This design comes from an exercise in tuning for small area on the open sky130 flow, not from production work.
In this exercise RTL edits were held to simulation tests only and were not proved equivalent to the original.
Power figures rest on the tool's default switching activity, not on a simulated workload.

### flow/flow/run.sh
#!/bin/bash
# The standard layout, with two changes: the port buffers are the smallest
# buffer cell, and clock tree synthesis is tuned for area.
set -euo pipefail
bash standard.sh synth > synth.log 2>&1
bash standard.sh \
    "BUFFER_PORTS_ARGS=-buffer_cell sky130_fd_sc_hd__buf_1" \
    "CTS_ARGS=-sink_clustering_enable -repair_clock_nets -dont_use_dummy_load -buf_list sky130_fd_sc_hd__clkbuf_8 -sink_clustering_size 16 -sink_clustering_max_diameter 60" \
    finish > layout.log 2>&1
### flow/standard.sh
#!/bin/bash
# synth_recipe.tcl (not shown) runs the flow's synth.tcl, then flattens the netlist and writes it again
# the make line also repeats each setting of config.mk as NAME=value (left out here)
make -C /OpenROAD-flow-scripts/flow DESIGN_CONFIG=/design/flow/config.mk WORK_HOME=/design/flow/orfs CLKGATE_MAP_FILE= SYNTH_SCRIPT=/design/flow/synth_recipe.tcl "${@:-finish}"
### flow/config.mk
export PLATFORM = sky130hd
export DESIGN_NAME = orderBookDirectoryParser
export DESIGN_NICKNAME = orderBookDirectoryParser
export VERILOG_FILES = /design/flow/design.v
export SDC_FILE = /design/flow/constraint.sdc
export NUM_CORES = 4
export LEC_CHECK = 0
export CAP_MARGIN = 20
export CORE_MARGIN = 2
export CORE_UTILIZATION = 60
export SLEW_MARGIN = 20
export SYNTH_HIERARCHICAL = 1
### flow/constraint.sdc
create_clock -name core_clock -period 5.0 [get_ports {clk}]
set_input_delay 1.0000 -clock core_clock [delete_from_list [all_inputs] [get_ports {clk}]]
set_output_delay 1.0000 -clock core_clock [all_outputs]
set_load 0.01 [all_outputs]
### flow/design.v
`timescale 1ns/1ps
`default_nettype none
module orderBookDirectoryParser
(
    input  wire logic                    clk,
    input  wire logic                    rst,
    input  wire logic [(8 * 8)-1:0]   dataIn,
    input  wire logic                    wordValid,
    input  wire logic                    start,
    input  wire logic [3-1:0] startOffset,
    output logic                         recordValid,
    output logic [31:0]                  timeStamp,
    output logic [31:0]                  orderBookId,
    output logic [(8 * 8)-1:0]        symbol,
    output logic [95:0]                  isin,
    output logic [7:0]                   financialProduct,
    output logic [23:0]                  tradingCurrency,
    output logic [15:0]                  decimalsInPrice,
    output logic [15:0]                  decimalsInNominalValue,
    output logic [31:0]                  oddLotSize,
    output logic [31:0]                  roundLotSize,
    output logic [31:0]                  blockLotSize,
    output logic [(8 * 8)-1:0]        nominalValue
);
    localparam int MSG_BYTES = 7 * 8;
    localparam int MSG_BITS = MSG_BYTES * 8;
    logic [2:0]              beat;        
    logic [3-1:0] offset;      
    logic                    pending;     
    logic [MSG_BITS-1:0]     msgBuf;      
    logic [MSG_BITS-1:0]     record;
    logic                    busy;
    logic                    firstBeat;
    logic                    anyBeat;
    logic                    lastBeat;
    logic [3-1:0] shift;
    logic [(8 * 8)-1:0]   rotWord;
    logic [7:0]              beatIs;      
    logic [7:0]              wraps;       
    logic [MSG_BYTES-1:0]    writeByte;
    logic [MSG_BYTES-1:0]    keepByte;
    logic                    loadRecord;
    logic                    holdRecord;
    assign busy = (beat != 3'd0);
    assign firstBeat = !busy && wordValid && start;
    assign anyBeat = firstBeat || (busy && wordValid);
    assign lastBeat = busy && wordValid &&
                      ((beat == 3'd7) || ((beat == 3'd6) && (offset == '0)));
    assign shift = busy ? offset : startOffset;
    always_ff @(posedge clk) begin
        if (rst) begin
            beat <= 3'd0;
            pending <= 1'b0;
            recordValid <= 1'b0;
        end else begin
            pending <= lastBeat;
            recordValid <= pending;
            if (lastBeat) begin
                beat <= 3'd0;
            end else if (anyBeat) begin
                beat <= beat + 3'd1;
            end
        end
    end
    always_ff @(posedge clk) begin
        if (firstBeat) begin
            offset <= startOffset;
        end
    end
    byteRotator rotatorInst (
        .word  (dataIn),
        .shift (shift),
        .shiftN (~shift),
        .y     (rotWord)
    );
    always_comb begin
        for (int b = 0; b < 8; b++) begin
            beatIs[b] = anyBeat && (beat == 3'(b));
        end
        for (int j = 0; j < 8; j++) begin
            wraps[j] = (j > 0) && (shift >= 3'(8 - j));
        end
    end
    for (genvar w = 0; w < 7; w++) begin : g_word
        assign writeByte[8 * w] = beatIs[w];
        assign keepByte[8 * w] = !beatIs[w];
        for (genvar j = 1; j < 8; j++) begin : g_byte
            byteEnable enableInst (
                .wraps  (wraps[j]),
                .wrapsN (!wraps[j]),
                .now    (beatIs[w]),
                .next   (beatIs[w + 1]),
                .write  (writeByte[8 * w + j]),
                .keep   (keepByte[8 * w + j])
            );
        end
    end
    assign loadRecord = pending && !rst;
    assign holdRecord = !pending && !rst;
    logic [MSG_BITS-1:0] msgBufNext;
    logic [MSG_BITS-1:0] recordNext;
    for (genvar i = 0; i < MSG_BITS; i++) begin : g_bit
        selectBit bufSel (
            .a    (rotWord[i % (8 * 8)]),
            .aSel (writeByte[i / 8]),
            .b    (msgBuf[i]),
            .bSel (keepByte[i / 8]),
            .y    (msgBufNext[i])
        );
        selectBit recordSel (
            .a    (msgBuf[i]),
            .aSel (loadRecord),
            .b    (record[i]),
            .bSel (holdRecord),
            .y    (recordNext[i])
        );
    end
    always_ff @(posedge clk) begin
        msgBuf <= msgBufNext;
        record <= recordNext;
    end
    assign timeStamp = record[31:0];
    assign orderBookId = record[63:32];
    assign symbol = record[127:64];
    assign isin = record[223:128];
    assign financialProduct = record[231:224];
    assign tradingCurrency = record[255:232];
    assign decimalsInPrice = record[271:256];
    assign decimalsInNominalValue = record[287:272];
    assign oddLotSize = record[319:288];
    assign roundLotSize = record[351:320];
    assign blockLotSize = record[383:352];
    assign nominalValue = record[447:384];
endmodule
module selectBit
(
    input  wire logic a,
    input  wire logic aSel,
    input  wire logic b,
    input  wire logic bSel,
    output logic      y
);
    assign y = (a & aSel) | (b & bSel);
endmodule
module byteEnable
(
    input  wire logic wraps,
    input  wire logic wrapsN,
    input  wire logic now,
    input  wire logic next,
    output logic      write,
    output logic      keep
);
    selectBit writeInst (
        .a    (next),
        .aSel (wraps),
        .b    (now),
        .bSel (wrapsN),
        .y    (write)
    );
    assign keep = !write;
endmodule
module byteRotator
(
    input  wire logic [(8 * 8)-1:0]   word,
    input  wire logic [3-1:0] shift,
    input  wire logic [3-1:0] shiftN,
    output logic [(8 * 8)-1:0]        y
);
    logic [(8 * 8)-1:0] by1;     
    logic [(8 * 8)-1:0] by2;     
    for (genvar i = 0; i < (8 * 8); i++) begin : g_bit
        selectBit stage1 (
            .a    (word[(i + 8) % (8 * 8)]),
            .aSel (shift[0]),
            .b    (word[i]),
            .bSel (shiftN[0]),
            .y    (by1[i])
        );
        selectBit stage2 (
            .a    (by1[(i + 16) % (8 * 8)]),
            .aSel (shift[1]),
            .b    (by1[i]),
            .bSel (shiftN[1]),
            .y    (by2[i])
        );
        selectBit stage3 (
            .a    (by2[(i + 32) % (8 * 8)]),
            .aSel (shift[2]),
            .b    (by2[i]),
            .bSel (shiftN[2]),
            .y    (y[i])
        );
    end
endmodule
`default_nettype wire
==> results of run 1 <==
[sequential cells by signal (all words and copies together), names as in the netlist]
name         count
msgBuf         448
record         448
beat             3
offset           3
pending          1
recordValid      1
[layer usage]
metal / up-vias / GRT usage, % / routed length [microns]
li1: 10100 / - / -
met1: 11300 / 46.2 / 37400
met2: 1006 / 52.2 / 40700
met3: 197 / 9.68 / 8130
met4: 30 / 14.4 / 3270
met5: - / 0 / 207
[per-module statistics from Yosys (local to each module, per instance), excerpt]
module,copies in the design,flops+latches
orderBookDirectoryParser,1,904
selectBit,1137,0
byteEnable,49,0
[final cells by class]
class | instances | area, sq um
Sequential cell | 904 | 18100
Fill cell | 3592 | 14700
Multi-Input combinational cell | 1198 | 10500
Timing Repair Buffer | 544 | 2240
Clock buffer | 66 | 908
Tap cell | 615 | 769
Inverter | 64 | 245
Antenna cell | 24 | 60.1
[critical path, cell delays in order (launching register included)]
cell	delay, ns
dfxtp_1	0.40
inv_1	0.10
ha_1	0.31
nand2b_4	0.20
mux2_4	0.55
inv_2	0.59
buf_4	0.44
a22o_1	0.59
a22o_1	0.24
[Yosys cell counts (all sizes together) (2+ instances only)]
cell	instances
a22o	1137
dfxtp	901
inv	63
nor2	9
nand2	7
nand3	7
ha	6
mux2	4
o21ai	4
a21oi	3
buf	3
edfxtp	3
a211oi	2
and2	2
and2b	2
mux2i	2
nand2b	2
nor2b	2
[power breakdown]
part | internal, mW | switching, mW
registers | 8.38 | 0.780
clock network | 1.19 | 2.15
logic | 1.07 | 1.22
[cell families after synthesis]
logic type / after synthesis / share of synthesized area [%]
simple gates: 36 / 0.712
mux: 6 / 0.308
buf+inv: 67 / 0.946
flops: 904 / 62.9
compound gates: 1150 / 34.9
fa+ha+maj: 6 / 0.260
[stage by stage]
step	util (%)	TNS [ns]
final	69.0	0
after global routing	69.0	0
after CTS	68.9	0
after detailed placement	67.0	0
after global placement	67.0	0
after floorplan	-	-546.46
[path summary, 6_finish.rpt]
check	start	end	slack [ns]	cells after the start
max reg2reg	beat[0]	msgBuf[29]	1.44	8
min reg2reg	record[155]	record[155]	0.48	1
min	record[155]	record[155]	0.48	1
max	beat[0]	msgBuf[29]	1.44	8
==> results.sh, run 1 <==
export IMPL_vias=22600
export IMPL_gp_congestion=0.866
export IMPL_peakVddDrop_v=0.000297
export IMPL_timing_hold_ws_ns=0.477
export IMPL_critPathCaptureType="flip-flop"
export IMPL_p_total_mw=14.8
export IMPL_drt_iter0_drc=2407
export IMPL_die_area_sq_mm=0.0498
export IMPL_synthArstFlopShare_pct=0
export IMPL_hold_path_class="flip-flop to flip-flop"
export IMPL_rows=80
export IMPL_required_ns=5.58
export IMPL_place_area_sq_mm=0.0318
export IMPL_cp_arrival_ns=4.14
export IMPL_final_max_slew_viol_count=0
export IMPL_wirelength_mm=89.7
export IMPL_start_util_pct=60.6
export IMPL_final_common_cell="a22o_1"
export IMPL_max_slew_margin_rel_pct=20.1
export IMPL_cts_sinks=904
export IMPL_synth_edf_count=3
export IMPL_syn_nets=2246
export IMPL_max_cap_violations=0
export IMPL_synthesis_instances=2169
export IMPL_status="no timing/DRC/antenna violations"
export IMPL_area_growth_pct=13.8
export IMPL_root_buffer="clkbuf_8"
export IMPL_final_cell_mix="1,137 x a22o_1, 901 x dfxtp_1, 519 x buf_1"
export IMPL_drc=0
export IMPL_holdBufCountCts=0
export IMPL_finalWorstSetupSlack_ns=1.44
export IMPL_worst_setup_path_start_kind="flip-flop"
export IMPL_synth_seq_area_share_pct=62.9
export IMPL_overflow=0
export IMPL_yosys_warnings=7
export IMPL_grt_max_degree=145
export IMPL_netlist_area_sq_mm=0.0288
export IMPL_die_h_microns=223
export IMPL_cts_tree="done"
export IMPL_yosysTopAreaCell="dfxtp_1"
export IMPL_drive_gt1_share_pct=4.07
export IMPL_numCtsBuffers=66
export IMPL_nets=2855
export IMPL_post_place_ws_ns=1.41
export IMPL_insertion_delay_ns=0.68
export IMPL_core_sq_mm=0.0475
export IMPL_firstDrtPassIters=5
export IMPL_synth_avg_cell_area_sq_um=13.3
export IMPL_ys_ff_latch=904
export IMPL_stdcell_area_sq_mm=0.0328
export IMPL_critical_path_class="flip-flop to flip-flop"
export IMPL_wl_per_cell_microns=26.3
export IMPL_critical_path_max_fanout=65
export IMPL_setup_violations=0
export IMPL_p_per_area_mw_per_mm2=451
export IMPL_yosys_top_cells_area="dfxtp_1 63%, a22o_1 35%, inv_1 0.79%, edfxtp_1 0.31%, ha_1 0.26%"
export IMPL_dp_cells=3325
export IMPL_grt_use_total_pct=34.3
export IMPL_final_instance_count_excl_fill=3415
export IMPL_path_clk_slew_ns=0.10
export IMPL_synth_cell_type_count=36
export IMPL_p_leak_nw=13.0
export IMPL_grt_pass1_wl_mm=131
export IMPL_max_clock_path_buffers=3
export IMPL_skew_ns=0.0389
export IMPL_fin_crit_sh_pct=71.2
export IMPL_period_minus_slack_ns=3.56
export IMPL_synth_top_area_share_pct=62.6
export IMPL_worst_pin_slew_ns=1.20
export IMPL_postCtsSetupBuffers=0
export IMPL_fp_dieW_microns=223
export IMPL_antenna_found_initial=37
export IMPL_ioPinCount=520
export IMPL_htreeDepth=3
export IMPL_ant_nets=0
export IMPL_grt_pass1_vias=20900
export IMPL_ctsResizeCount=0
export IMPL_synth_flop_cell="dfxtp_1"
export IMPL_vias_per_cell=6.61
export IMPL_numPortBuffers=519
export IMPL_hold_viol=0
export IMPL_dp_hpwl_mm=61.9
export IMPL_fmax_mhz=281
export IMPL_rsz0062_at_grt="false"
==> run 2, diff against run 1 <==
--- a/flow/config.mk
+++ b/flow/config.mk
@@ -9,3 +9,3 @@
 export CORE_MARGIN = 2
-export CORE_UTILIZATION = 60
+export CORE_UTILIZATION = 75
 export SLEW_MARGIN = 20
==> results.sh, run 2 <==
export IMPL_hold_depth=1
export IMPL_max_clock_path_buffers=3
export IMPL_fin_crit_sh_pct=71.6
export IMPL_root_buffer="clkbuf_8"
export IMPL_worst_r2r_startpoint="beat[0]"
export IMPL_synthArstFlopShare_pct=0
export IMPL_drc=0
export IMPL_critical_path_max_fanout=65
export IMPL_wl_per_cell_microns=27.5
export IMPL_skew_ns=0.0378
export IMPL_ys_ff_latch=904
export IMPL_critPathCaptureType="flip-flop"
export IMPL_numPortBuffers=519
export IMPL_postCtsSetupBuffers=0
export IMPL_p_total_mw=14.9
export IMPL_fp_dieW_microns=200
export IMPL_synth_avg_cell_area_sq_um=13.3
export IMPL_core_sq_mm=0.0378
export IMPL_path_clk_slew_ns=0.11
export IMPL_holdBufCountCts=0
export IMPL_crit_top_cell="a22o_1"
export IMPL_ff2ff_path_depth=8
export IMPL_synth_cell_type_count=36
export IMPL_grt_max_degree=289
export IMPL_p_per_area_mw_per_mm2=457
export IMPL_max_cap_violations=0
export IMPL_htreeDepth=3
export IMPL_final_max_slew_viol_count=0
export IMPL_critical_path_class="flip-flop to flip-flop"
export IMPL_antenna_found_initial=40
export IMPL_post_place_ws_ns=1.40
export IMPL_overflow=0
export IMPL_insertion_delay_ns=0.66
export IMPL_hold_path_class="flip-flop to flip-flop"
export IMPL_wirelength_mm=91.0
export IMPL_cp_startpoint="beat[0]"
export IMPL_status="no timing/DRC/antenna violations"
export IMPL_hold_viol=0
export IMPL_yosysTopAreaCell="dfxtp_1"
export IMPL_ant_nets=0
export IMPL_max_slew_margin_rel_pct=25.6
export IMPL_nets=2846
export IMPL_ctsResizeCount=0
export IMPL_worst_setup_path_start_kind="flip-flop"
export IMPL_grt_pass1_vias=21600
export IMPL_synth_most_common_cell="a22o_1"
export IMPL_synthTopCellsByCount="1,137 x a22o_1, 901 x dfxtp_1, 61 x inv_1"
export IMPL_worst_pin_slew_ns=1.12
export IMPL_die_area_sq_mm=0.0400
export IMPL_ioPinCount=520
export IMPL_place_area_sq_mm=0.0316
export IMPL_gp_congestion=0.916
export IMPL_wl_met3_mm=11.9
export IMPL_stdcell_area_sq_mm=0.0326
export IMPL_rows=71
export IMPL_wirelength_met1_mm=33.4
export IMPL_vias=23700
export IMPL_cts_tree="done"
export IMPL_firstDrtPassIters=6
export IMPL_wl_met2_mm=40.6
export IMPL_min_from="record[399]"
export IMPL_max_stage_delay_ns=0.78
export IMPL_final_cell_mix="1,137 x a22o_1, 901 x dfxtp_1, 519 x buf_1"
export IMPL_cts_sinks=904
export IMPL_syn_nets=2246
export IMPL_fillCellCount=1933
export IMPL_synth_seq_area_share_pct=62.9
export IMPL_peakVddDrop_v=0.000355
export IMPL_netlist_area_sq_mm=0.0288
export IMPL_start_util_pct=76.4
export IMPL_p_leak_nw=12.9
export IMPL_grt_pass1_wl_mm=131
export IMPL_cp_arrival_ns=4.16
export IMPL_r2r_end="msgBuf[164]"
export IMPL_drt_iter0_drc=3260
export IMPL_grt_use_total_pct=43.2
export IMPL_required_ns=5.58
export IMPL_drive_gt1_share_pct=3.76
export IMPL_r2r_slack_ns=1.42
export IMPL_yosys_warnings=7
export IMPL_area_growth_pct=13.1
export IMPL_numCtsBuffers=66
export IMPL_crit_path_top_delay_cell="inv_2"
export IMPL_yosys_top_cells_area="dfxtp_1 63%, a22o_1 35%, inv_1 0.79%, edfxtp_1 0.31%, ha_1 0.26%"
export IMPL_die_h_microns=200
export IMPL_synth_top_area_share_pct=62.6
export IMPL_fmax_mhz=279
export IMPL_synthesis_instances=2169
export IMPL_synth_edf_count=3
export IMPL_reg_largest_list="msgBuf x448, record x448"
export IMPL_crit_path_end="msgBuf[164]"
export IMPL_setup_violations=0
export IMPL_synth_flop_cell="dfxtp_1"
export IMPL_final_common_cell="a22o_1"
export IMPL_finalWorstSetupSlack_ns=1.42
export IMPL_crit_chain="inv_1, ha_1, nand2b_4, mux2_4, inv_2, buf_4, a22o_1, a22o_1"
export IMPL_vias_per_cell=7.15
export IMPL_top_layer="met5"
export IMPL_period_minus_slack_ns=3.58
export IMPL_rsz0062_at_grt="false"
export IMPL_dp_hpwl_mm=60.6
export IMPL_fin_tns_setup_ns=0
## run 2: cell types whose count changed in the layout (fill, tap and decap cells not counted), sizes merged
cell	change
buf	-9
diode	+8
## run 2: worst min-delay path by stage
stage / endpoint
CTS: record[341]
global placement: record[141]
detailed placement: record[220]
finish: record[399]
global route: record[184]
floorplan: msgBuf[0]
## run 2: area by class of cell
| type | instances | area (sq um) | area share [%] |
|---|---|---|---|
| Antenna cell | 32 | 80.1 | 0.246 |
| Clock buffer | 66 | 908 | 2.79 |
| Inverter | 64 | 245 | 0.752 |
| Multi-Input combinational cell | 1198 | 10500 | 32.1 |
| Sequential cell | 904 | 18100 | 55.6 |
| Tap cell | 511 | 639 | 1.96 |
| Timing Repair Buffer | 535 | 2140 | 6.56 |
## run 2: Yosys stat by module, one instance, submodules excluded, excerpt
module                    area (sq um)  flops+latches
byteEnable                        3.75              0
selectBit                         8.76              0
orderBookDirectoryParser         18700            904
## run 2: power breakdown
| part | total [mW] | switching [mW] | internal [mW] |
|---|---|---|---|
| Sequential | 9.23 | 0.843 | 8.38 |
| Combinational | 2.35 | 1.28 | 1.07 |
| Clock | 3.33 | 2.13 | 1.19 |
## run 2: critical path: cells and delay by family (launching register included)
family,cells,cell delay (ns)
buffers and inverters,3,1.27
AOI/OAI and AO/OA,2,0.75
muxes,1,0.56
DFF,1,0.40
adders and majority gates,1,0.31
and+or+nand+nor,1,0.20
## run 2: cell families (layout without fill, tap and decap cells)
family          Yosys count  in the layout  synth area share [%]
fa+ha+maj                 6              6                 0.260
other cells               0             32                     0
mux                       6              6                 0.308
buf+inv                  67            665                 0.946
simple gates             36             36                 0.712
flops                   904            904                  62.9
compound gates         1150           1150                  34.9
## run 2: metal layers
| layer | vias to the layer above | global-route usage (%) |
|---|---|---|
| li1 | 10100 | - |
| met1 | 11500 | 55.2 |
| met2 | 1737 | 65.1 |
| met3 | 339 | 13.9 |
| met4 | 22 | 24.5 |
| met5 | - | 0 |
## run 2: stage by stage
| step | hold WS, ns | util, % | instances |
|---|---|---|---|
| 3_3_place_gp | 0.453 | 83.6 | 3211 |
| 2_1_floorplan | 0.444 | - | 2169 |
| 5_1_grt | 0.494 | 86.3 | 3303 |
| 3_5_place_dp | 0.452 | 83.6 | 3211 |
| 6_report | 0.480 | 86.3 | 3310 |
| 4_1_cts | 0.476 | 86.1 | 3277 |
==> run 3, diff against run 2 <==
==> flow/flow/run.sh (replaced) <==
#!/bin/bash
# The standard layout, with two changes: the port buffers are the smallest
# buffer cell, and clock tree synthesis is tuned for area.
set -euo pipefail
bash standard.sh synth > synth.log 2>&1
bash standard.sh \
    "BUFFER_PORTS_ARGS=-buffer_cell sky130_fd_sc_hd__buf_1" \
    "CTS_ARGS=-sink_clustering_enable -repair_clock_nets -dont_use_dummy_load -buf_list sky130_fd_sc_hd__clkbuf_8 -sink_clustering_size 20 -sink_clustering_max_diameter 60" \
    finish > layout.log 2>&1
--- a/flow/config.mk
+++ b/flow/config.mk
@@ -9,3 +9,3 @@
 export CORE_MARGIN = 2
-export CORE_UTILIZATION = 75
+export CORE_UTILIZATION = 60
 export SLEW_MARGIN = 20
==> results.sh, run 3 <==
export IMPL_top_layer="met5"
export IMPL_fin_tns_setup_ns=0
export IMPL_finalWorstSetupSlack_ns=1.45
export IMPL_dp_hpwl_mm=61.9
export IMPL_synthArstFlopShare_pct=0
export IMPL_skew_ns=0.0678
export IMPL_reg_largest_list="msgBuf x448, record x448"
export IMPL_dp_cells=3325
export IMPL_synth_avg_cell_area_sq_um=13.3
export IMPL_yosysTopAreaCell="dfxtp_1"
export IMPL_ioPinCount=520
export IMPL_grt_use_total_pct=34.1
export IMPL_path_clk_slew_ns=0.12
export IMPL_numPortBuffers=519
export IMPL_timing_hold_ws_ns=0.471
export IMPL_vias=22400
export IMPL_place_area_sq_mm=0.0318
export IMPL_post_place_ws_ns=1.41
export IMPL_fp_dieW_microns=223
export IMPL_max_clock_path_buffers=3
export IMPL_worst_pin_slew_ns=1.21
export IMPL_synthesis_instances=2169
export IMPL_die_area_sq_mm=0.0498
export IMPL_rows=80
export IMPL_drt_iter0_drc=2258
export IMPL_gp_congestion=0.866
export IMPL_wl_per_cell_microns=26.2
export IMPL_drive_gt1_share_pct=3.58
export IMPL_worst_setup_path_start_kind="flip-flop"
export IMPL_cts_tree="done"
export IMPL_max_cap_violations=0
export IMPL_yosys_top_cells_area="dfxtp_1 63%, a22o_1 35%, inv_1 0.79%, edfxtp_1 0.31%, ha_1 0.26%"
export IMPL_synthTopCellsByCount="1,137 x a22o_1, 901 x dfxtp_1, 61 x inv_1"
export IMPL_htreeDepth=2
export IMPL_r2r_slack_ns=1.45
export IMPL_grt_pass1_wl_mm=130
export IMPL_start_util_pct=60.6
export IMPL_area_growth_pct=13.1
export IMPL_final_cell_mix="1,137 x a22o_1, 901 x dfxtp_1, 519 x buf_1"
export IMPL_wirelength_mm=89.1
export IMPL_peakVddDrop_v=0.000299
export IMPL_drc=0
export IMPL_synth_edf_count=3
export IMPL_setup_violations=0
export IMPL_fin_crit_sh_pct=71.1
export IMPL_period_minus_slack_ns=3.55
export IMPL_antenna_found_initial=36
export IMPL_numCtsBuffers=52
export IMPL_die_h_microns=223
export IMPL_critical_path_max_fanout=65
export IMPL_firstDrtPassIters=5
export IMPL_stdcell_area_sq_mm=0.0326
export IMPL_status="no timing/DRC/antenna violations"
export IMPL_root_buffer="clkbuf_8"
export IMPL_nets=2841
export IMPL_holdBufCountCts=0
export IMPL_ant_nets=0
export IMPL_rsz0062_at_grt="false"
export IMPL_p_per_area_mw_per_mm2=443
export IMPL_syn_nets=2246
export IMPL_final_common_cell="a22o_1"
export IMPL_synth_most_common_cell="a22o_1"
export IMPL_critPathCaptureType="flip-flop"
export IMPL_fmax_mhz=281
export IMPL_ys_ff_latch=904
export IMPL_p_leak_nw=12.9
export IMPL_wl_met2_mm=40.6
export IMPL_core_sq_mm=0.0475
export IMPL_netlist_area_sq_mm=0.0288
export IMPL_grt_pass1_vias=20700
export IMPL_hold_viol=0
export IMPL_cts_sinks=904
export IMPL_wirelength_met1_mm=37.3
export IMPL_yosys_warnings=7
export IMPL_cp_arrival_ns=4.14
export IMPL_hold_path_class="flip-flop to flip-flop"
export IMPL_final_max_slew_viol_count=0
export IMPL_synth_flop_cell="dfxtp_1"
export IMPL_synth_top_area_share_pct=62.6
export IMPL_final_instance_count_excl_fill=3403
export IMPL_insertion_delay_ns=0.70
export IMPL_vias_per_cell=6.60
export IMPL_synth_cell_type_count=36
export IMPL_ctsResizeCount=0
export IMPL_critical_path_class="flip-flop to flip-flop"
export IMPL_synth_seq_area_share_pct=62.9
export IMPL_overflow=0
export IMPL_wl_met3_mm=7.86
export IMPL_postCtsSetupBuffers=0
export IMPL_grt_max_degree=145
export IMPL_required_ns=5.58
export IMPL_max_slew_margin_rel_pct=19.3
run 3: cell count changes in the layout (fill, tap and decap cells not counted), sizes merged:
cell	delta
clkbuf	-14
buf	+9
diode	-6
run 3: worst max-delay path, cell delays in order, from the launching register on:
cell      delay (ns)
dfxtp_1         0.41
inv_1           0.10
ha_1            0.31
nand2b_4        0.19
mux2_4          0.56
inv_2           0.58
buf_4           0.44
a22o_1          0.57
a22o_1          0.24
run 3: where the power goes:
| group | internal (mW) | switching (mW) | leakage (nW) |
|---|---|---|---|
| sequential | 8.38 | 0.773 | 7.36 |
| clock | 0.940 | 2.09 | 0.374 |
| combinational | 1.07 | 1.21 | 5.16 |
| total | 10.4 | 4.07 | 12.9 |
run 3: cell families after synthesis:
family	Yosys count	synth area share, %
muxes	6	0.308
DFF	904	62.9
and+or+nand+nor	36	0.712
buffers and inverters	67	0.946
AOI/OAI and AO/OA	1150	34.9
adders and majority gates	6	0.260
run 3: per-stage QoR:
step / utilization [%] / total power [mW]
4_1_cts: 68.5 / 14.4
6_report: 68.6 / 14.5
5_1_grt: 68.6 / 15.0
3_3_place_gp: 67.0 / 11.4
2_1_floorplan: - / 10.6
3_5_place_dp: 67.0 / 11.5
run 3: final timing paths:
path / from / end / cells after the start
hold reg to reg: msgBuf[152] / record[152] / 1
setup / recovery: beat[0] / msgBuf[29] / 8
hold / removal: msgBuf[152] / record[152] / 1
setup reg to reg: beat[0] / msgBuf[29] / 8
run 3: cell type report:
cell class	count	area, sq um
sequential	904	18100
fill	3610	14900
clock buffer	52	716
multi-input combinational	1198	10500
timing repair buffer	544	2240
antenna	26	65.1
tap	615	769
inverter	64	245
run 3: per-layer routing:
metal	GRT usage (%)	vias up
li1	-	10000
met1	46.8	11200
met2	52.2	984
met3	8.43	192
met4	12.8	28
met5	0	-
run 3: per-module statistics from Yosys, one instance, submodules excluded, a selection:
module,times used,cells inside
selectBit,1137,1
byteEnable,49,1
orderBookDirectoryParser,1,983
==> run 4, diff against run 3 <==
==> flow/flow/run.sh (replaced) <==
#!/bin/bash
# The standard layout, with two changes: the port buffers are the smallest
# buffer cell, and clock tree synthesis is tuned for area.
set -euo pipefail
bash standard.sh synth > synth.log 2>&1
bash standard.sh \
    "BUFFER_PORTS_ARGS=-buffer_cell sky130_fd_sc_hd__buf_1" \
    "CTS_ARGS=-sink_clustering_enable -repair_clock_nets -dont_use_dummy_load -buf_list sky130_fd_sc_hd__clkbuf_16 -sink_clustering_size 36 -sink_clustering_max_diameter 50" \
    finish > layout.log 2>&1
--- a/flow/config.mk
+++ b/flow/config.mk
@@ -9,3 +9,3 @@
 export CORE_MARGIN = 2
-export CORE_UTILIZATION = 60
+export CORE_UTILIZATION = 75
 export SLEW_MARGIN = 20
==> results.sh, run 4 <==
export IMPL_status="no timing/DRC/antenna violations"
export IMPL_cts_tree="done"
export IMPL_final_cell_mix="1,137 x a22o_1, 901 x dfxtp_1, 519 x buf_1"
export IMPL_path_clk_slew_ns=0.10
export IMPL_synth_xor_area_share_pct=0
export IMPL_die_area_sq_mm=0.0400
export IMPL_grt_pass1_wl_mm=132
export IMPL_cp_arrival_ns=4.11
export IMPL_dp_hpwl_mm=60.6
export IMPL_peakVddDrop_v=0.000325
export IMPL_final_max_slew_viol_count=0
export IMPL_max_slew_margin_rel_pct=25.2
export IMPL_grt_pass1_vias=21800
export IMPL_synth_cell_type_count=36
export IMPL_firstDrtPassIters=6
export IMPL_synthAdderAreaFrac_pct=0.260
export IMPL_numCtsBuffers=48
export IMPL_p_int_mw=11.2
export IMPL_skew_ns=0.0327
export IMPL_place_area_sq_mm=0.0316
export IMPL_die_h_microns=200
export IMPL_final_common_cell="a22o_1"
export IMPL_critPathCaptureType="flip-flop"
export IMPL_synthesis_instances=2169
export IMPL_worst_setup_path_start_kind="flip-flop"
export IMPL_ioPinCount=520
export IMPL_fin_crit_sh_pct=71.4
export IMPL_min_from="msgBuf[75]"
export IMPL_fin_tns_setup_ns=0
export IMPL_holdBufCountCts=0
export IMPL_p_leak_nw=13.1
export IMPL_p_clk_share_pct=25.0
export IMPL_rsz0062_at_grt="false"
export IMPL_syn_nets=2246
export IMPL_synth_edf_count=3
export IMPL_cts_sinks=904
export IMPL_fp_dieW_microns=200
export IMPL_hold_path_class="flip-flop to flip-flop"
export IMPL_nets=2828
export IMPL_pwr_share_seq_pct=59.7
export IMPL_worst_pin_slew_ns=1.12
export IMPL_numPortBuffers=519
export IMPL_insertion_delay_ns=0.62
export IMPL_worst_r2r_startpoint="beat[0]"
export IMPL_vias_per_cell=7.24
export IMPL_area_growth_pct=14.1
export IMPL_yosysTopAreaCell="dfxtp_1"
export IMPL_netlist_area_sq_mm=0.0288
export IMPL_synth_simple_area_share_pct=0.712
export IMPL_ff2ff_path_depth=8
export IMPL_ant_nets=0
export IMPL_required_ns=5.54
export IMPL_grt_max_degree=289
export IMPL_swShare_pct=27.9
export IMPL_gp_congestion=0.916
export IMPL_p_per_area_mw_per_mm2=471
export IMPL_comb_power_share_pct=15.3
export IMPL_grt_use_total_pct=43.6
export IMPL_ctsResizeCount=0
export IMPL_synthTopCellsByCount="1,137 x a22o_1, 901 x dfxtp_1, 61 x inv_1"
export IMPL_final_util_pct=87.1
export IMPL_hold_viol=0
export IMPL_synth_flop_cell="dfxtp_1"
export IMPL_synth_top_area_share_pct=62.6
export IMPL_drc=0
export IMPL_core_sq_mm=0.0378
export IMPL_wirelength_mm=92.6
export IMPL_muxShareOfSynthArea_pct=0.308
export IMPL_synthArstFlopShare_pct=0
export IMPL_wl_per_cell_microns=28.1
export IMPL_period_minus_slack_ns=3.57
export IMPL_holdPathEnd="record[75]"
export IMPL_synth_avg_cell_area_sq_um=13.3
export IMPL_postCtsSetupBuffers=0
export IMPL_synth_compound_area_share_pct=34.9
export IMPL_r2r_end="msgBuf[220]"
export IMPL_max_clock_path_buffers=3
export IMPL_r2r_slack_ns=1.43
export IMPL_htreeDepth=2
export IMPL_synth_most_common_cell="a22o_1"
export IMPL_antenna_found_initial=37
export IMPL_vias=23900
export IMPL_yosys_warnings=7
export IMPL_max_cap_violations=0
export IMPL_hold_depth=1
export IMPL_start_util_pct=76.4
export IMPL_stdcell_area_sq_mm=0.0329
export IMPL_overflow=0
export IMPL_setup_violations=0
export IMPL_drt_iter0_drc=3093
export IMPL_drive_gt1_share_pct=3.13
export IMPL_ys_ff_latch=904
export IMPL_critical_path_class="flip-flop to flip-flop"
export IMPL_root_buffer="clkbuf_16"
export IMPL_critical_path_max_fanout=65
export IMPL_p_sw_mw=4.32
export IMPL_fmax_mhz=280
export IMPL_synth_top_family_by_area="compound AO/OA/AOI/OAI gates"
export IMPL_yosys_top_cells_area="dfxtp_1 63%, a22o_1 35%, inv_1 0.79%, edfxtp_1 0.31%, ha_1 0.26%"
export IMPL_rows=71
export IMPL_synth_seq_area_share_pct=62.9
export IMPL_reg_largest_list="msgBuf x448, record x448"
run 4: critical path: stages, from the launching register on:
cell and delay (ns):
dfxtp_1 0.39, inv_1 0.10, ha_1 0.31, nand2b_4 0.20, mux2_4 0.56, inv_2 0.77
buf_4 0.37, a22o_1 0.51, a22o_1 0.26
run 4: stage by stage:
step	std cells	setup slack, ns	power [mW]	hold slack (ns)
after floorplan	2169	-1.22	10.6	0.444
after global placement	3211	1.47	11.4	0.453
after detailed placement	3211	1.40	11.5	0.452
after CTS	3259	1.56	15.3	0.466
after global routing	3284	1.30	15.9	0.488
final	3294	1.43	15.5	0.466
run 4: Yosys stat by module (local to each module, per instance), a selection:
module	copies in the design	flops+latches	cell area, sq um
selectBit	1137	0	8.76
byteEnable	49	0	3.75
orderBookDirectoryParser	1	904	18700
run 4: worst max path at each step:
stage	start	end	slack (ns)	cells past startpoint
floorplan	rst	record[0]	-1.22	2
finish	beat[0]	msgBuf[220]	1.43	8
global placement	wordValid	msgBuf[166]	1.47	6
global route	beat[0]	msgBuf[166]	1.30	8
CTS	beat[0]	msgBuf[220]	1.56	8
detailed placement	wordValid	msgBuf[344]	1.40	7
run 4: cell type report:
type,count,area [sq um]
sequential,904,18100
tap,511,639
antenna,34,85.1
inverter,64,245
clock buffer,48,1200
timing repair buffer,535,2140
fill,1852,4860
multi-input combinational,1198,10500
run 4: cells by family (layout without fill, tap and decap cells):
| logic type | after synthesis | in the layout |
|---|---|---|
| other | 0 | 34 |
| and+or+nand+nor | 36 | 36 |
| buffers and inverters | 67 | 647 |
| AOI/OAI and AO/OA | 1150 | 1150 |
| muxes | 6 | 6 |
| DFF | 904 | 904 |
| adders and majority gates | 6 | 6 |
run 4: routing by layer:
layer  global-route usage, %  vias to the layer above  wire length (microns)
met3                    13.2                      330                  12200
li1                        -                    10000                      -
met1                    55.2                    11600                  33400
met4                    24.7                       14                   5100
met2                    66.8                     1862                  41800
met5                       0                        -                     95
run 4: power by group through the flow:
stage / registers (mW) / logic [mW] / clock network [mW]
3_3_place_gp: 9.27 / 2.11 / 0
4_1_cts: 9.19 / 2.27 / 3.85
5_1_grt: 9.32 / 2.45 / 4.11
3_5_place_dp: 9.29 / 2.23 / 0
6_report: 9.24 / 2.38 / 3.87
2_1_floorplan: 8.99 / 1.64 / 0
==> run 5, diff against run 4 <==
==> flow/flow/run.sh (replaced) <==
#!/bin/bash
# The standard layout, with two changes: the port buffers are the smallest
# buffer cell, and clock tree synthesis is tuned for area.
set -euo pipefail
bash standard.sh synth > synth.log 2>&1
bash standard.sh \
    "BUFFER_PORTS_ARGS=-buffer_cell sky130_fd_sc_hd__buf_1" \
    "CTS_ARGS=-sink_clustering_enable -repair_clock_nets -dont_use_dummy_load -buf_list sky130_fd_sc_hd__clkbuf_8 -sink_clustering_size 18 -sink_clustering_max_diameter 50" \
    finish > layout.log 2>&1
--- a/flow/config.mk
+++ b/flow/config.mk
@@ -9,3 +9,3 @@
 export CORE_MARGIN = 2
-export CORE_UTILIZATION = 75
+export CORE_UTILIZATION = 85
 export SLEW_MARGIN = 20
==> results.sh, run 5 <==
export IMPL_status="did not finish"
export IMPL_haltStage="3_3_place_gp"
export IMPL_first_error="[ERROR GPL-0301] Utilization 101.769 % exceeds 100%."
export IMPL_yosys_top_cells_area="dfxtp_1 63%, a22o_1 35%, inv_1 0.79%, edfxtp_1 0.31%, ha_1 0.26%"
export IMPL_synthesis_instances=2169
export IMPL_start_util_pct=86.2
export IMPL_synth_avg_cell_area_sq_um=13.3
export IMPL_synthArstFlopShare_pct=0
export IMPL_synth_flop_cell="dfxtp_1"
export IMPL_fp_dieW_microns=188
export IMPL_yosysTopAreaCell="dfxtp_1"
export IMPL_ioPinCount=520
export IMPL_synthTopCellsByCount="1,137 x a22o_1, 901 x dfxtp_1, 61 x inv_1"
export IMPL_ys_ff_latch=904
export IMPL_syn_nets=2246
export IMPL_synth_edf_count=3
export IMPL_synth_cell_type_count=36
export IMPL_numPortBuffers=519
export IMPL_synth_most_common_cell="a22o_1"
export IMPL_rows=67
export IMPL_netlist_area_sq_mm=0.0288
export IMPL_synth_seq_area_share_pct=62.9
export IMPL_synth_top_area_share_pct=62.6
export IMPL_yosys_warnings=7
export IMPL_die_h_microns=188
## run 5: cell counts after synthesis
Identical to the previous run, type by type.
## run 5: per-module statistics from Yosys (local to each module, per instance), excerpt
module	copies in the design	area [sq um]	flip-flops and latches
orderBookDirectoryParser	1	18700	904
byteEnable	49	3.75	0
selectBit	1137	8.76	0
## run 5: logic make-up after synthesis
group / share of synthesized area (%)
AND/OR/NAND/NOR: 0.712
flip-flops: 62.9
adder cells (fa/ha/maj): 0.260
buffers and inverters: 0.946
AO/OA/AOI/OAI: 34.9
multiplexers: 0.308
==> run 6, diff against run 5 <==
--- a/flow/config.mk
+++ b/flow/config.mk
@@ -9,3 +9,4 @@
 export CORE_MARGIN = 2
-export CORE_UTILIZATION = 85
+export CORE_UTILIZATION = 75
+export PLACE_DENSITY = 0.85
 export SLEW_MARGIN = 20
==> results.sh, run 6 <==
export IMPL_status="no timing/DRC/antenna violations"
export IMPL_holdBufCountCts=0
export IMPL_drive_gt1_share_pct=3.44
export IMPL_synth_top_area_share_pct=62.6
export IMPL_overflow=0
export IMPL_synthesis_instances=2169
export IMPL_drt_iter0_drc=3167
export IMPL_max_slew_margin_rel_pct=23.2
export IMPL_dp_hpwl_mm=60.6
export IMPL_grt_use_total_pct=42.8
export IMPL_hold_path_class="flip-flop to flip-flop"
export IMPL_p_per_area_mw_per_mm2=452
export IMPL_synth_most_common_cell="a22o_1"
export IMPL_antenna_found_initial=44
export IMPL_root_buffer="clkbuf_8"
export IMPL_synth_avg_cell_area_sq_um=13.3
export IMPL_critical_path_max_fanout=65
export IMPL_rsz0062_at_grt="false"
export IMPL_grt_max_degree=289
export IMPL_required_ns=5.58
export IMPL_rows=71
export IMPL_vias=23600
export IMPL_ff2ff_path_depth=8
export IMPL_cts_tree="done"
export IMPL_period_minus_slack_ns=3.60
export IMPL_max_cap_violations=0
export IMPL_p_leak_nw=12.9
export IMPL_cts_sinks=904
export IMPL_comb_power_share_pct=16.0
export IMPL_die_area_sq_mm=0.0400
export IMPL_cp_arrival_ns=4.17
export IMPL_start_util_pct=76.4
export IMPL_numPortBuffers=519
export IMPL_synth_cell_type_count=36
export IMPL_skew_ns=0.0519
export IMPL_grt_pass1_wl_mm=130
export IMPL_yosys_warnings=7
export IMPL_final_util_pct=86.0
export IMPL_fin_crit_sh_pct=71.9
export IMPL_ys_ff_latch=904
export IMPL_area_growth_pct=12.7
export IMPL_die_h_microns=200
export IMPL_hold_depth=1
export IMPL_synth_flop_cell="dfxtp_1"
export IMPL_fp_dieW_microns=200
export IMPL_critical_path_class="flip-flop to flip-flop"
export IMPL_hold_viol=0
export IMPL_fmax_mhz=278
export IMPL_core_sq_mm=0.0378
export IMPL_yosysTopAreaCell="dfxtp_1"
export IMPL_htreeDepth=2
export IMPL_max_clock_path_buffers=3
export IMPL_wl_per_cell_microns=27.7
export IMPL_p_total_mw=14.7
export IMPL_pwr_share_seq_pct=62.8
export IMPL_reg_largest_list="msgBuf x448, record x448"
export IMPL_swShare_pct=28.7
export IMPL_gp_congestion=0.916
export IMPL_p_clk_share_pct=21.2
export IMPL_nets=2837
export IMPL_synthTopCellsByCount="1,137 x a22o_1, 901 x dfxtp_1, 61 x inv_1"
export IMPL_ioPinCount=520
export IMPL_setup_violations=0
export IMPL_synth_seq_area_share_pct=62.9
export IMPL_final_max_slew_viol_count=0
export IMPL_wirelength_mm=91.5
export IMPL_path_clk_slew_ns=0.11
export IMPL_final_cell_mix="1,137 x a22o_1, 901 x dfxtp_1, 519 x buf_1"
export IMPL_postCtsSetupBuffers=0
export IMPL_firstDrtPassIters=6
export IMPL_p_int_mw=10.5
export IMPL_grt_pass1_vias=21400
export IMPL_synth_edf_count=3
export IMPL_worst_setup_path_start_kind="flip-flop"
export IMPL_vias_per_cell=7.15
export IMPL_netlist_area_sq_mm=0.0288
export IMPL_critPathCaptureType="flip-flop"
export IMPL_final_common_cell="a22o_1"
export IMPL_ant_nets=0
export IMPL_synthArstFlopShare_pct=0
export IMPL_syn_nets=2246
export IMPL_peakVddDrop_v=0.000355
export IMPL_numCtsBuffers=57
export IMPL_yosys_top_cells_area="dfxtp_1 63%, a22o_1 35%, inv_1 0.79%, edfxtp_1 0.31%, ha_1 0.26%"
export IMPL_worst_pin_slew_ns=1.15
export IMPL_ctsResizeCount=0
export IMPL_insertion_delay_ns=0.72
export IMPL_p_sw_mw=4.21
export IMPL_drc=0
export IMPL_fillCellCount=1949
==> run 6: cell counts after synthesis <==
Identical to the previous run, type by type.
==> run 6: final timing paths <==
path / from / slack [ns] / end
worst max-delay path: beat[0] / 1.40 / msgBuf[162]
worst min-delay path: record[399] / 0.48 / record[399]
worst max register to register: beat[0] / 1.40 / msgBuf[162]
worst min register to register: record[399] / 0.48 / record[399]
==> run 6: layout make-up <==
class                   instances  area, sq um  area share (%)
clock buffers                  57          785            2.42
diodes                         36         90.1           0.277
inverters                      64          245           0.755
repair buffers                535         2140            6.58
well taps                     511          639            1.97
multi-input cells            1198        10500            32.2
flip-flops and latches        904        18100            55.8
==> run 6: logic make-up (layout without fill, tap and decap cells) <==
| logic type | Yosys count | count (layout) | share of synthesized area [%] |
|---|---|---|---|
| adder cells (fa/ha/maj) | 6 | 6 | 0.260 |
| flip-flops | 904 | 904 | 62.9 |
| other | 0 | 36 | 0 |
| AO/OA/AOI/OAI | 1150 | 1150 | 34.9 |
| buffers and inverters | 67 | 656 | 0.946 |
| AND/OR/NAND/NOR | 36 | 36 | 0.712 |
| multiplexers | 6 | 6 | 0.308 |
==> run 6: power by group through the flow <==
stage | logic (mW) | registers, mW | clock network [mW]
after floorplan | 1.64 | 8.99 | 0
after global placement | 2.11 | 9.27 | 0
after detailed placement | 2.23 | 9.29 | 0
after CTS | 2.25 | 9.17 | 3.10
after global routing | 2.44 | 9.31 | 3.35
final | 2.35 | 9.23 | 3.12
==> run 6: per-stage QoR <==
stage	instance area (sq um)	worst slack, ns	TNS, ns	hold slack, ns	std cells
after global routing	32500	1.29	0	0.491	3296
after global placement	31600	1.47	0	0.453	3211
final	32500	1.40	0	0.476	3305
after floorplan	28800	-1.22	-546.46	0.444	2169
after detailed placement	31600	1.40	0	0.452	3211
after CTS	32400	1.53	0	0.478	3268
==> run 6: per-module statistics from Yosys (local to each module, per instance), a selection <==
module | cells inside | flops+latches
orderBookDirectoryParser | 983 | 904
selectBit | 1 | 0
byteEnable | 1 | 0
==> run 6: critical path, stage by stage, from the launching register on <==
cell,delay [ns]
dfxtp_1,0.40
inv_1,0.10
ha_1,0.31
nand2b_4,0.19
mux2_4,0.56
inv_2,0.78
a22o_1,0.57
inv_1,0.28
a22o_1,0.25
==> run 6: layer usage <==
| layer | vias to the layer above | share of wire, % | track usage, % |
|---|---|---|---|
| met5 | - | 0.18 | 0 |
| met4 | 24 | 5.5 | 24.9 |
| met3 | 339 | 13 | 12.9 |
| met2 | 1719 | 45 | 64.6 |
| met1 | 11500 | 37 | 54.9 |
| li1 | 10100 | - | - |
==> run 7, diff against run 6 <==
--- a/flow/config.mk
+++ b/flow/config.mk
@@ -10,3 +10,2 @@
 export CORE_UTILIZATION = 75
-export PLACE_DENSITY = 0.85
 export SLEW_MARGIN = 20
==> results.sh, run 7 <==
export IMPL_rows=71
export IMPL_r2r_slack_ns=1.40
export IMPL_netlist_area_sq_mm=0.0288
export IMPL_fin_crit_sh_pct=71.9
export IMPL_core_sq_mm=0.0378
export IMPL_critical_path_max_fanout=65
export IMPL_yosysTopAreaCell="dfxtp_1"
export IMPL_antenna_found_initial=44
export IMPL_ctsResizeCount=0
export IMPL_worst_pin_slew_ns=1.15
export IMPL_place_area_sq_mm=0.0316
export IMPL_dp_cells=3211
export IMPL_start_util_pct=76.4
export IMPL_wirelength_mm=91.5
export IMPL_final_util_pct=86.0
export IMPL_cts_sinks=904
export IMPL_fp_dieW_microns=200
export IMPL_max_slew_margin_rel_pct=23.2
export IMPL_cts_tree="done"
export IMPL_required_ns=5.58
export IMPL_cp_arrival_ns=4.17
export IMPL_synth_avg_cell_area_sq_um=13.3
export IMPL_insertion_delay_ns=0.72
export IMPL_final_cell_mix="1,137 x a22o_1, 901 x dfxtp_1, 519 x buf_1"
export IMPL_final_common_cell="a22o_1"
export IMPL_critical_path_class="flip-flop to flip-flop"
export IMPL_hold_viol=0
export IMPL_ff2ff_path_depth=8
export IMPL_p_total_mw=14.7
export IMPL_synth_edf_count=3
export IMPL_period_minus_slack_ns=3.60
export IMPL_max_clock_path_buffers=3
export IMPL_hold_path_class="flip-flop to flip-flop"
export IMPL_path_clk_slew_ns=0.11
export IMPL_gp_congestion=0.916
export IMPL_dp_hpwl_mm=60.6
export IMPL_final_max_slew_viol_count=0
export IMPL_drt_iter0_drc=3167
export IMPL_die_area_sq_mm=0.0400
export IMPL_rsz0062_at_grt="false"
export IMPL_crit_path_top_delay_cell="inv_2"
export IMPL_peakVddDrop_v=0.000355
export IMPL_crit_chain="inv_1, ha_1, nand2b_4, mux2_4, inv_2, a22o_1, inv_1, a22o_1"
export IMPL_syn_nets=2246
export IMPL_p_clk_share_pct=21.2
export IMPL_fin_tns_setup_ns=0
export IMPL_synth_seq_area_share_pct=62.9
export IMPL_ant_nets=0
export IMPL_setup_violations=0
export IMPL_postCtsSetupBuffers=0
export IMPL_reg_largest_list="msgBuf x448, record x448"
export IMPL_comb_power_share_pct=16.0
export IMPL_p_int_mw=10.5
export IMPL_stdcell_area_sq_mm=0.0325
export IMPL_area_growth_pct=12.7
export IMPL_die_h_microns=200
export IMPL_fmax_mhz=278
export IMPL_nets=2837
export IMPL_grt_pass1_wl_mm=130
export IMPL_synthTopCellsByCount="1,137 x a22o_1, 901 x dfxtp_1, 61 x inv_1"
export IMPL_overflow=0
export IMPL_yosys_warnings=7
export IMPL_ys_ff_latch=904
export IMPL_holdBufCountCts=0
export IMPL_synth_top_area_share_pct=62.6
export IMPL_synth_cell_type_count=36
export IMPL_synthArstFlopShare_pct=0
export IMPL_grt_pass1_vias=21400
export IMPL_yosys_top_cells_area="dfxtp_1 63%, a22o_1 35%, inv_1 0.79%, edfxtp_1 0.31%, ha_1 0.26%"
export IMPL_swShare_pct=28.7
export IMPL_pwr_share_seq_pct=62.8
export IMPL_synth_flop_cell="dfxtp_1"
export IMPL_grt_use_total_pct=42.8
export IMPL_p_per_area_mw_per_mm2=452
export IMPL_grt_max_degree=289
export IMPL_wl_per_cell_microns=27.7
export IMPL_final_instance_count_excl_fill=3305
export IMPL_max_stage_delay_ns=0.78
export IMPL_hold_depth=1
export IMPL_vias_per_cell=7.15
export IMPL_drc=0
export IMPL_max_cap_violations=0
export IMPL_synthesis_instances=2169
export IMPL_numCtsBuffers=57
export IMPL_status="no timing/DRC/antenna violations"
export IMPL_drive_gt1_share_pct=3.44
export IMPL_p_sw_mw=4.21
export IMPL_firstDrtPassIters=6
export IMPL_htreeDepth=2
export IMPL_synth_most_common_cell="a22o_1"
export IMPL_p_leak_nw=12.9
export IMPL_numPortBuffers=519
export IMPL_worst_setup_path_start_kind="flip-flop"
export IMPL_ioPinCount=520
export IMPL_vias=23600
export IMPL_root_buffer="clkbuf_8"
export IMPL_skew_ns=0.0519
export IMPL_critPathCaptureType="flip-flop"
==> run 7: cell counts in the layout (fill, tap and decap cells not counted) <==
No cell type changed its count.
==> run 7: final cells by class <==
class,instances,area [sq um]
well taps,511,639
fillers,1949,5270
multi-input cells,1198,10500
flip-flops and latches,904,18100
inverters,64,245
clock buffers,57,785
repair buffers,535,2140
diodes,36,90.1
==> run 7: metal layers <==
layer / part of all wire, % / GRT usage (%)
met1: 37 / 54.9
met2: 45 / 64.6
met4: 5.5 / 24.9
met3: 13 / 12.9
met5: 0.18 / 0
==> run 7: path summary, 6_finish.rpt <==
| path | to | startpoint |
|---|---|---|
| worst min register to register | record[399] | record[399] |
| worst max-delay path | msgBuf[162] | beat[0] |
| worst min-delay path | record[399] | record[399] |
| worst max register to register | msgBuf[162] | beat[0] |
==> run 7: power groups by stage <==
stage | combinational, mW | sequential, mW | clock [mW]
final | 2.35 | 9.23 | 3.12
after global routing | 2.44 | 9.31 | 3.35
after CTS | 2.25 | 9.17 | 3.10
after detailed placement | 2.23 | 9.29 | 0
after global placement | 2.11 | 9.27 | 0
after floorplan | 1.64 | 8.99 | 0
==> run 7: worst max-delay path, delay by kind of cell, from the launching register on <==
family / cells / cell delay (ns)
buffers and inverters: 3 / 1.16
AOI/OAI and AO/OA: 2 / 0.82
muxes: 1 / 0.56
DFF: 1 / 0.40
adders and majority gates: 1 / 0.31
and+or+nand+nor: 1 / 0.19
==> run 7: through the flow <==
step / hold slack (ns) / setup slack, ns
2_1_floorplan: 0.444 / -1.22
3_3_place_gp: 0.453 / 1.47
3_5_place_dp: 0.452 / 1.40
4_1_cts: 0.478 / 1.53
5_1_grt: 0.491 / 1.29
6_report: 0.476 / 1.40
==> run 7: cell families after synthesis <==
kind of cell    count (synthesis)  synth area share [%]
compound gates               1150                  34.9
simple gates                   36                 0.712
fa+ha+maj                       6                 0.260
flops                         904                  62.9
buf+inv                        67                 0.946
mux                             6                 0.308
==> run 7: per-module statistics from Yosys, one instance, submodules excluded, a selection <==
module	area [sq um]	cells inside	times used	flops+latches
byteEnable	3.75	1	49	0
orderBookDirectoryParser	18700	983	1	904
selectBit	8.76	1	1137	0
==> run 8, diff against run 7 <==
--- a/flow/design.v
+++ b/flow/design.v
@@ -43,2 +43,17 @@
     logic                    holdRecord;
+    function automatic logic [2:0] gray(input logic [2:0] n);
+        gray = n ^ (n >> 1);
+    endfunction
+    function automatic logic [2:0] grayNext(input logic [2:0] g);
+        case (g)
+            3'b000: grayNext = 3'b001;
+            3'b001: grayNext = 3'b011;
+            3'b011: grayNext = 3'b010;
+            3'b010: grayNext = 3'b110;
+            3'b110: grayNext = 3'b111;
+            3'b111: grayNext = 3'b101;
+            3'b101: grayNext = 3'b100;
+            default: grayNext = 3'b000;
+        endcase
+    endfunction
     assign busy = (beat != 3'd0);
@@ -47,4 +62,12 @@
     assign lastBeat = busy && wordValid &&
-                      ((beat == 3'd7) || ((beat == 3'd6) && (offset == '0)));
-    assign shift = busy ? offset : startOffset;
+                      ((beat == gray(3'd7)) || ((beat == gray(3'd6)) && (offset == '0)));
+    for (genvar i = 0; i < 3; i++) begin : g_shift
+        selectBit shiftSel (
+            .a    (offset[i]),
+            .aSel (busy),
+            .b    (startOffset[i]),
+            .bSel (!busy),
+            .y    (shift[i])
+        );
+    end
     always_ff @(posedge clk) begin
@@ -60,3 +83,3 @@
             end else if (anyBeat) begin
-                beat <= beat + 3'd1;
+                beat <= grayNext(beat);
             end
@@ -77,3 +100,3 @@
         for (int b = 0; b < 8; b++) begin
-            beatIs[b] = anyBeat && (beat == 3'(b));
+            beatIs[b] = anyBeat && (beat == gray(3'(b)));
         end
--- a/flow/config.mk
+++ b/flow/config.mk
@@ -9,3 +9,3 @@
 export CORE_MARGIN = 2
-export CORE_UTILIZATION = 75
+export CORE_UTILIZATION = 80
 export SLEW_MARGIN = 20
==> results.sh, run 8 <==
export IMPL_critical_path_class="flip-flop to flip-flop"
export IMPL_worst_setup_path_start_kind="flip-flop"
export IMPL_finalWorstSetupSlack_ns=0.905
export IMPL_rsz0062_at_grt="false"
export IMPL_worst_pin_slew_ns=1.24
export IMPL_final_max_slew_viol_count=0
export IMPL_yosys_warnings=7
export IMPL_final_instance_count_excl_fill=3253
export IMPL_wirelength_mm=101
export IMPL_critPathCaptureType="flip-flop"
export IMPL_crit_top_cell="inv_1"
export IMPL_ys_ff_latch=904
export IMPL_die_area_sq_mm=0.0373
export IMPL_ant_nets=0
export IMPL_synth_most_common_cell="a22o_1"
export IMPL_place_area_sq_mm=0.0314
export IMPL_wl_per_cell_microns=31.1
export IMPL_synth_seq_area_share_pct=63.3
export IMPL_grt_pass1_vias=23700
export IMPL_synth_top_area_share_pct=63.0
export IMPL_max_cap_violations=0
export IMPL_ctsResizeCount=0
export IMPL_fin_crit_sh_pct=81.9
export IMPL_hold_viol=0
export IMPL_gp_congestion=0.933
export IMPL_root_buffer="clkbuf_8"
export IMPL_synth_avg_cell_area_sq_um=13.3
export IMPL_crit_chain="nor3_2, inv_1, a22o_4, and2_1, inv_1, nor2_1, a22o_1, inv_1, a22o_1"
export IMPL_overflow=0
export IMPL_grt_pass1_wl_mm=146
export IMPL_fmax_mhz=244
export IMPL_peakVddDrop_v=0.000429
export IMPL_syn_nets=2222
export IMPL_netlist_area_sq_mm=0.0286
export IMPL_yosys_top_cells_area="dfxtp_1 63%, a22o_1 35%, inv_1 0.77%, edfxtp_1 0.31%, and3_1 0.087%"
export IMPL_required_ns=5.59
export IMPL_drt_iter0_drc=4104
export IMPL_skew_ns=0.0445
export IMPL_post_place_ws_ns=1.09
export IMPL_nets=2816
export IMPL_grt_use_total_pct=51.6
export IMPL_max_slew_margin_rel_pct=16.2
export IMPL_cpLargestDelayFamily="simple AND/OR/NAND/NOR gates"
export IMPL_final_util_pct=91.2
export IMPL_fin_tns_setup_ns=0
export IMPL_antenna_found_initial=53
export IMPL_ioPinCount=520
export IMPL_area_growth_pct=12.7
export IMPL_cp_arrival_ns=4.69
export IMPL_setup_violations=0
export IMPL_p_total_mw=13.7
export IMPL_timing_hold_ws_ns=0.477
export IMPL_synthTopCellsByCount="1,140 x a22o_1, 901 x dfxtp_1, 59 x inv_1"
export IMPL_synthesis_instances=2151
export IMPL_vias_per_cell=7.77
export IMPL_firstDrtPassIters=9
export IMPL_status="no timing/DRC/antenna violations"
export IMPL_p_per_area_mw_per_mm2=423
export IMPL_dp_cells=3148
export IMPL_stdcell_area_sq_mm=0.0323
export IMPL_grt_max_degree=209
export IMPL_drc=0
export IMPL_start_util_pct=80.9
export IMPL_numPortBuffers=519
export IMPL_max_clock_path_buffers=3
export IMPL_insertion_delay_ns=0.72
export IMPL_synth_flop_cell="dfxtp_1"
export IMPL_numCtsBuffers=56
export IMPL_final_common_cell="a22o_1"
export IMPL_drive_gt1_share_pct=3.46
export IMPL_period_minus_slack_ns=4.09
export IMPL_die_h_microns=193
export IMPL_rows=69
export IMPL_critical_path_max_fanout=53
export IMPL_holdBufCountCts=0
export IMPL_vias=25300
export IMPL_fp_dieW_microns=193
export IMPL_core_sq_mm=0.0354
export IMPL_path_buf_inv=3
export IMPL_p_leak_nw=12.7
export IMPL_synth_cell_type_count=31
export IMPL_max_stage_delay_ns=0.82
export IMPL_final_cell_mix="1,137 x a22o_1, 901 x dfxtp_1, 519 x buf_1"
export IMPL_dp_hpwl_mm=63.8
export IMPL_synthArstFlopShare_pct=0
export IMPL_htreeDepth=2
export IMPL_crit_path_top_delay_cell="nor2_1"
export IMPL_synth_edf_count=3
export IMPL_postCtsSetupBuffers=0
export IMPL_cts_sinks=904
export IMPL_cts_tree="done"
export IMPL_hold_path_class="flip-flop to flip-flop"
export IMPL_path_clk_slew_ns=0.12
export IMPL_yosysTopAreaCell="dfxtp_1"
export IMPL_reg_largest_list="msgBuf x448, record x448, offset x3"
-- run 8: worst paths after layout --
check | from | end | slack [ns] | cells past startpoint
setup / recovery | beat[0] | msgBuf[14] | 0.91 | 9
hold / removal | msgBuf[2] | record[2] | 0.48 | 1
setup reg to reg | beat[0] | msgBuf[14] | 0.91 | 9
hold reg to reg | msgBuf[2] | record[2] | 0.48 | 1
-- run 8: report_power, final --
part           internal, mW  switching (mW)  total, mW  leakage (nW)
Combinational         0.782            1.13       1.91          4.99
Sequential             7.99           0.618       8.60          7.35
Clock                  1.01            2.14       3.15         0.403
-- run 8: layer usage --
layer  wire length, microns  up-vias  part of all wire (%)  GRT usage, %
li1                       -    10000                     -             -
met1                  33100    12000                    33          60.1
met2                  44900     2600                    44          78.1
met3                  14000      665                    14          16.5
met4                   9170       12                   9.1          42.5
met5                     80        -                 0.079             0
-- run 8: cells by family (layout without fill, tap and decap cells) --
family | after synthesis | after routing | share of synthesized area [%]
AOI/OAI and AO/OA | 1150 | 1150 | 35.2
buffers and inverters | 65 | 657 | 0.887
DFF | 904 | 904 | 63.3
other | 0 | 49 | 0
and+or+nand+nor | 32 | 32 | 0.633
-- run 8: final cells by class --
| type | instances | area, sq um |
|---|---|---|
| flip-flops and latches | 904 | 18100 |
| multi-input cells | 1182 | 10300 |
| fillers | 1270 | 3120 |
| repair buffers | 541 | 2160 |
| clock buffers | 56 | 771 |
| well taps | 461 | 577 |
| inverters | 60 | 225 |
| diodes | 49 | 123 |
-- run 8: per-module statistics from Yosys, one instance, submodules excluded, excerpt --
module                    cells  flops+latches  area (sq um)
orderBookDirectoryParser    962            904         18500
byteEnable                    1              0          3.75
selectBit                     1              0          8.76
==> run 9, diff against run 8 <==
--- a/flow/config.mk
+++ b/flow/config.mk
@@ -9,3 +9,3 @@
 export CORE_MARGIN = 2
-export CORE_UTILIZATION = 80
+export CORE_UTILIZATION = 75
 export SLEW_MARGIN = 20
==> results.sh, run 9 <==
export IMPL_htreeDepth=2
export IMPL_p_clk_share_pct=23.1
export IMPL_rows=71
export IMPL_max_cap_violations=0
export IMPL_antenna_found_initial=36
export IMPL_multi_input_area_sq_mm=0.0103
export IMPL_die_h_microns=199
export IMPL_synth_flop_cell="dfxtp_1"
export IMPL_firstDrtPassIters=5
export IMPL_grt_pass1_wl_mm=129
export IMPL_synth_most_common_cell="a22o_1"
export IMPL_core_sq_mm=0.0377
export IMPL_fin_crit_sh_pct=76.7
export IMPL_fin_tns_setup_ns=0
export IMPL_numCtsBuffers=57
export IMPL_worst_setup_path_start_kind="flip-flop"
export IMPL_syn_nets=2222
export IMPL_peakVddDrop_v=0.000305
export IMPL_critical_path_max_fanout=24
export IMPL_drt_iter0_drc=3128
export IMPL_p_leak_nw=12.7
export IMPL_p_per_area_mw_per_mm2=417
export IMPL_fillCellCount=2078
export IMPL_synth_seq_area_share_pct=63.3
export IMPL_worst_pin_slew_ns=1.20
export IMPL_yosys_top_cells_area="dfxtp_1 63%, a22o_1 35%, inv_1 0.77%, edfxtp_1 0.31%, and3_1 0.087%"
export IMPL_grt_use_total_pct=42.6
export IMPL_wirelength_met1_mm=32.9
export IMPL_holdBufCountCts=0
export IMPL_reg_largest_list="msgBuf x448, record x448, offset x3"
export IMPL_pwr_share_seq_pct=63.4
export IMPL_skew_ns=0.0244
export IMPL_area_growth_pct=12.8
export IMPL_comb_power_share_pct=13.6
export IMPL_required_ns=5.59
export IMPL_status="no timing/DRC/antenna violations"
export IMPL_cp_arrival_ns=4.42
export IMPL_ys_ff_latch=904
export IMPL_synthTopCellsByCount="1,140 x a22o_1, 901 x dfxtp_1, 59 x inv_1"
export IMPL_ctsResizeCount=0
export IMPL_synthArstFlopShare_pct=0
export IMPL_vias_per_cell=7.13
export IMPL_final_common_cell="a22o_1"
export IMPL_critPathCaptureType="flip-flop"
export IMPL_hold_path_class="flip-flop to flip-flop"
export IMPL_rsz0062_at_grt="false"
export IMPL_wl_per_cell_microns=26.9
export IMPL_dp_hpwl_mm=59.3
export IMPL_synth_cell_type_count=31
export IMPL_max_slew_margin_rel_pct=20.0
export IMPL_period_minus_slack_ns=3.84
export IMPL_fmax_mhz=261
export IMPL_top_layer="met5"
export IMPL_synth_edf_count=3
export IMPL_grt_max_degree=189
export IMPL_synthesis_instances=2151
export IMPL_synth_top_area_share_pct=63.0
export IMPL_root_buffer="clkbuf_8"
export IMPL_overflow=0
export IMPL_cts_tree="done"
export IMPL_drive_gt1_share_pct=3.39
export IMPL_netlist_area_sq_mm=0.0286
export IMPL_yosys_warnings=7
export IMPL_grt_pass1_vias=21500
export IMPL_ioPinCount=520
export IMPL_drc=0
export IMPL_fp_dieW_microns=199
export IMPL_yosysTopAreaCell="dfxtp_1"
export IMPL_hold_viol=0
export IMPL_vias=23400
export IMPL_critical_path_class="flip-flop to flip-flop"
export IMPL_seq_area_sq_mm=0.0181
export IMPL_final_cell_mix="1,137 x a22o_1, 901 x dfxtp_1, 519 x buf_1"
export IMPL_wl_met2_mm=40.0
export IMPL_p_sw_mw=3.68
export IMPL_postCtsSetupBuffers=0
export IMPL_swShare_pct=27.3
export IMPL_wirelength_mm=88.4
export IMPL_gp_congestion=0.896
export IMPL_ant_nets=0
export IMPL_p_int_mw=9.79
export IMPL_insertion_delay_ns=0.71
export IMPL_wl_met3_mm=10.7
export IMPL_synth_avg_cell_area_sq_um=13.3
export IMPL_cts_sinks=904
export IMPL_die_area_sq_mm=0.0398
export IMPL_final_max_slew_viol_count=0
export IMPL_start_util_pct=76.0
export IMPL_nets=2814
export IMPL_timing_hold_ws_ns=0.479
export IMPL_setup_violations=0
export IMPL_numPortBuffers=519
export IMPL_path_clk_slew_ns=0.10
export IMPL_max_clock_path_buffers=3
## run 9: cell families after synthesis
logic type	synth area share, %
AO/OA/AOI/OAI	35.2
buffers and inverters	0.887
flip-flops	63.3
AND/OR/NAND/NOR	0.633
## run 9: power by group through the flow
stage / Combinational, mW / Sequential [mW] / Clock [mW]
detailed placement: 1.75 / 8.64 / 0
finish: 1.83 / 8.54 / 3.10
floorplan: 1.25 / 8.44 / 0
CTS: 1.76 / 8.50 / 3.10
global placement: 1.67 / 8.61 / 0
global route: 1.90 / 8.59 / 3.35
## run 9: final timing paths
kind / from / to / slack [ns] / depth (start not counted)
max: beat[0] / msgBuf[395] / 1.16 / 9
min: record[151] / record[151] / 0.48 / 1
max reg2reg: beat[0] / msgBuf[395] / 1.16 / 9
min reg2reg: record[151] / record[151] / 0.48 / 1
## run 9: worst max-delay path, cell delays in order, from the launching register on
cell and delay [ns]:
dfxtp_1 0.68, nor3_2 0.18, inv_1 0.15, a22o_2 0.46, and2_1 0.38, inv_1 0.27
nor2_1 0.62, a22o_1 0.48, inv_1 0.24, a22o_1 0.25
## run 9: metal layers
layer | global-route usage [%] | up-vias
li1 | - | 10000
met1 | 54.4 | 11400
met2 | 64.5 | 1661
met3 | 11.7 | 317
met4 | 26.2 | 10
met5 | 0 | -
## run 9: stage by stage
stage	total power, mW	util, %	cells	area (sq um)	worst slack (ns)
global placement	10.3	83.4	3195	31400	1.40
floorplan	9.69	-	2151	28700	-1.22
finish	13.5	85.7	3284	32300	1.16
global route	13.8	85.7	3277	32300	0.999
detailed placement	10.4	83.4	3195	31400	1.26
CTS	13.4	85.5	3252	32200	1.32
## run 9: area by class of cell
cell class / instances / area share (%)
multi-input cells: 1182 / 31.9
inverters: 60 / 0.697
repair buffers: 538 / 6.63
flip-flops and latches: 904 / 56.1
diodes: 32 / 0.248
well taps: 511 / 1.98
clock buffers: 57 / 2.43
## run 9: modules after synthesis, one instance, submodules excluded, a selection
module	cells inside	times used
byteEnable	1	49
selectBit	1	1140
orderBookDirectoryParser	962	1

port drivers added, routing unchanged:
How much do the figures lean on ideal ports? The routed layouts below were timed once more, with nothing changed but the port constraints. Step 1, drivers: a clkbuf_16 drives clk and a buf_2 each remaining input, both assumed. Step 2 moves the port delays by t, midway between the first and last clock arrival at a register: inputs arrive t later, outputs are due t later. That takes back most of the time a late clock gives input paths. Slacks: ideal / step 1 / step 2; pairs: ideal / step 1.
| run | t, ns | setup slack, ns | hold WS [ns] | worst setup path at the end |
|---|---|---|---|---|
| run 1 | 0.716 | 1.440 / 1.440 / 1.230 | 0.477 / 0.477 / 0.477 | input to register |
| run 2 | 0.697 | 1.418 / 1.418 / 1.120 | 0.480 / 0.480 / 0.480 | input to register |
| run 3 | 0.730 | 1.447 / 1.447 / 1.250 | 0.471 / 0.471 / 0.471 | input to register |
| run 4 | 0.663 | 1.431 / 1.431 / 1.104 | 0.466 / 0.466 / 0.466 | input to register |
| run 6 | 0.742 | 1.403 / 1.403 / 1.118 | 0.476 / 0.476 / 0.476 | input to register |
| run 7 | 0.742 | 1.403 / 1.403 / 1.118 | 0.476 / 0.476 / 0.476 | input to register |
| run 8 | 0.748 | 0.905 / 0.905 / 0.717 | 0.477 / 0.477 / 0.477 | input to register |
| run 9 | 0.748 | 1.164 / 1.164 / 0.993 | 0.479 / 0.479 / 0.479 | input to register |
After both steps every run listed still meets setup and hold. For run 4, which loses most, drivers alone change the setup slack by 0.000 ns; drivers and shift together by -0.327 ns.
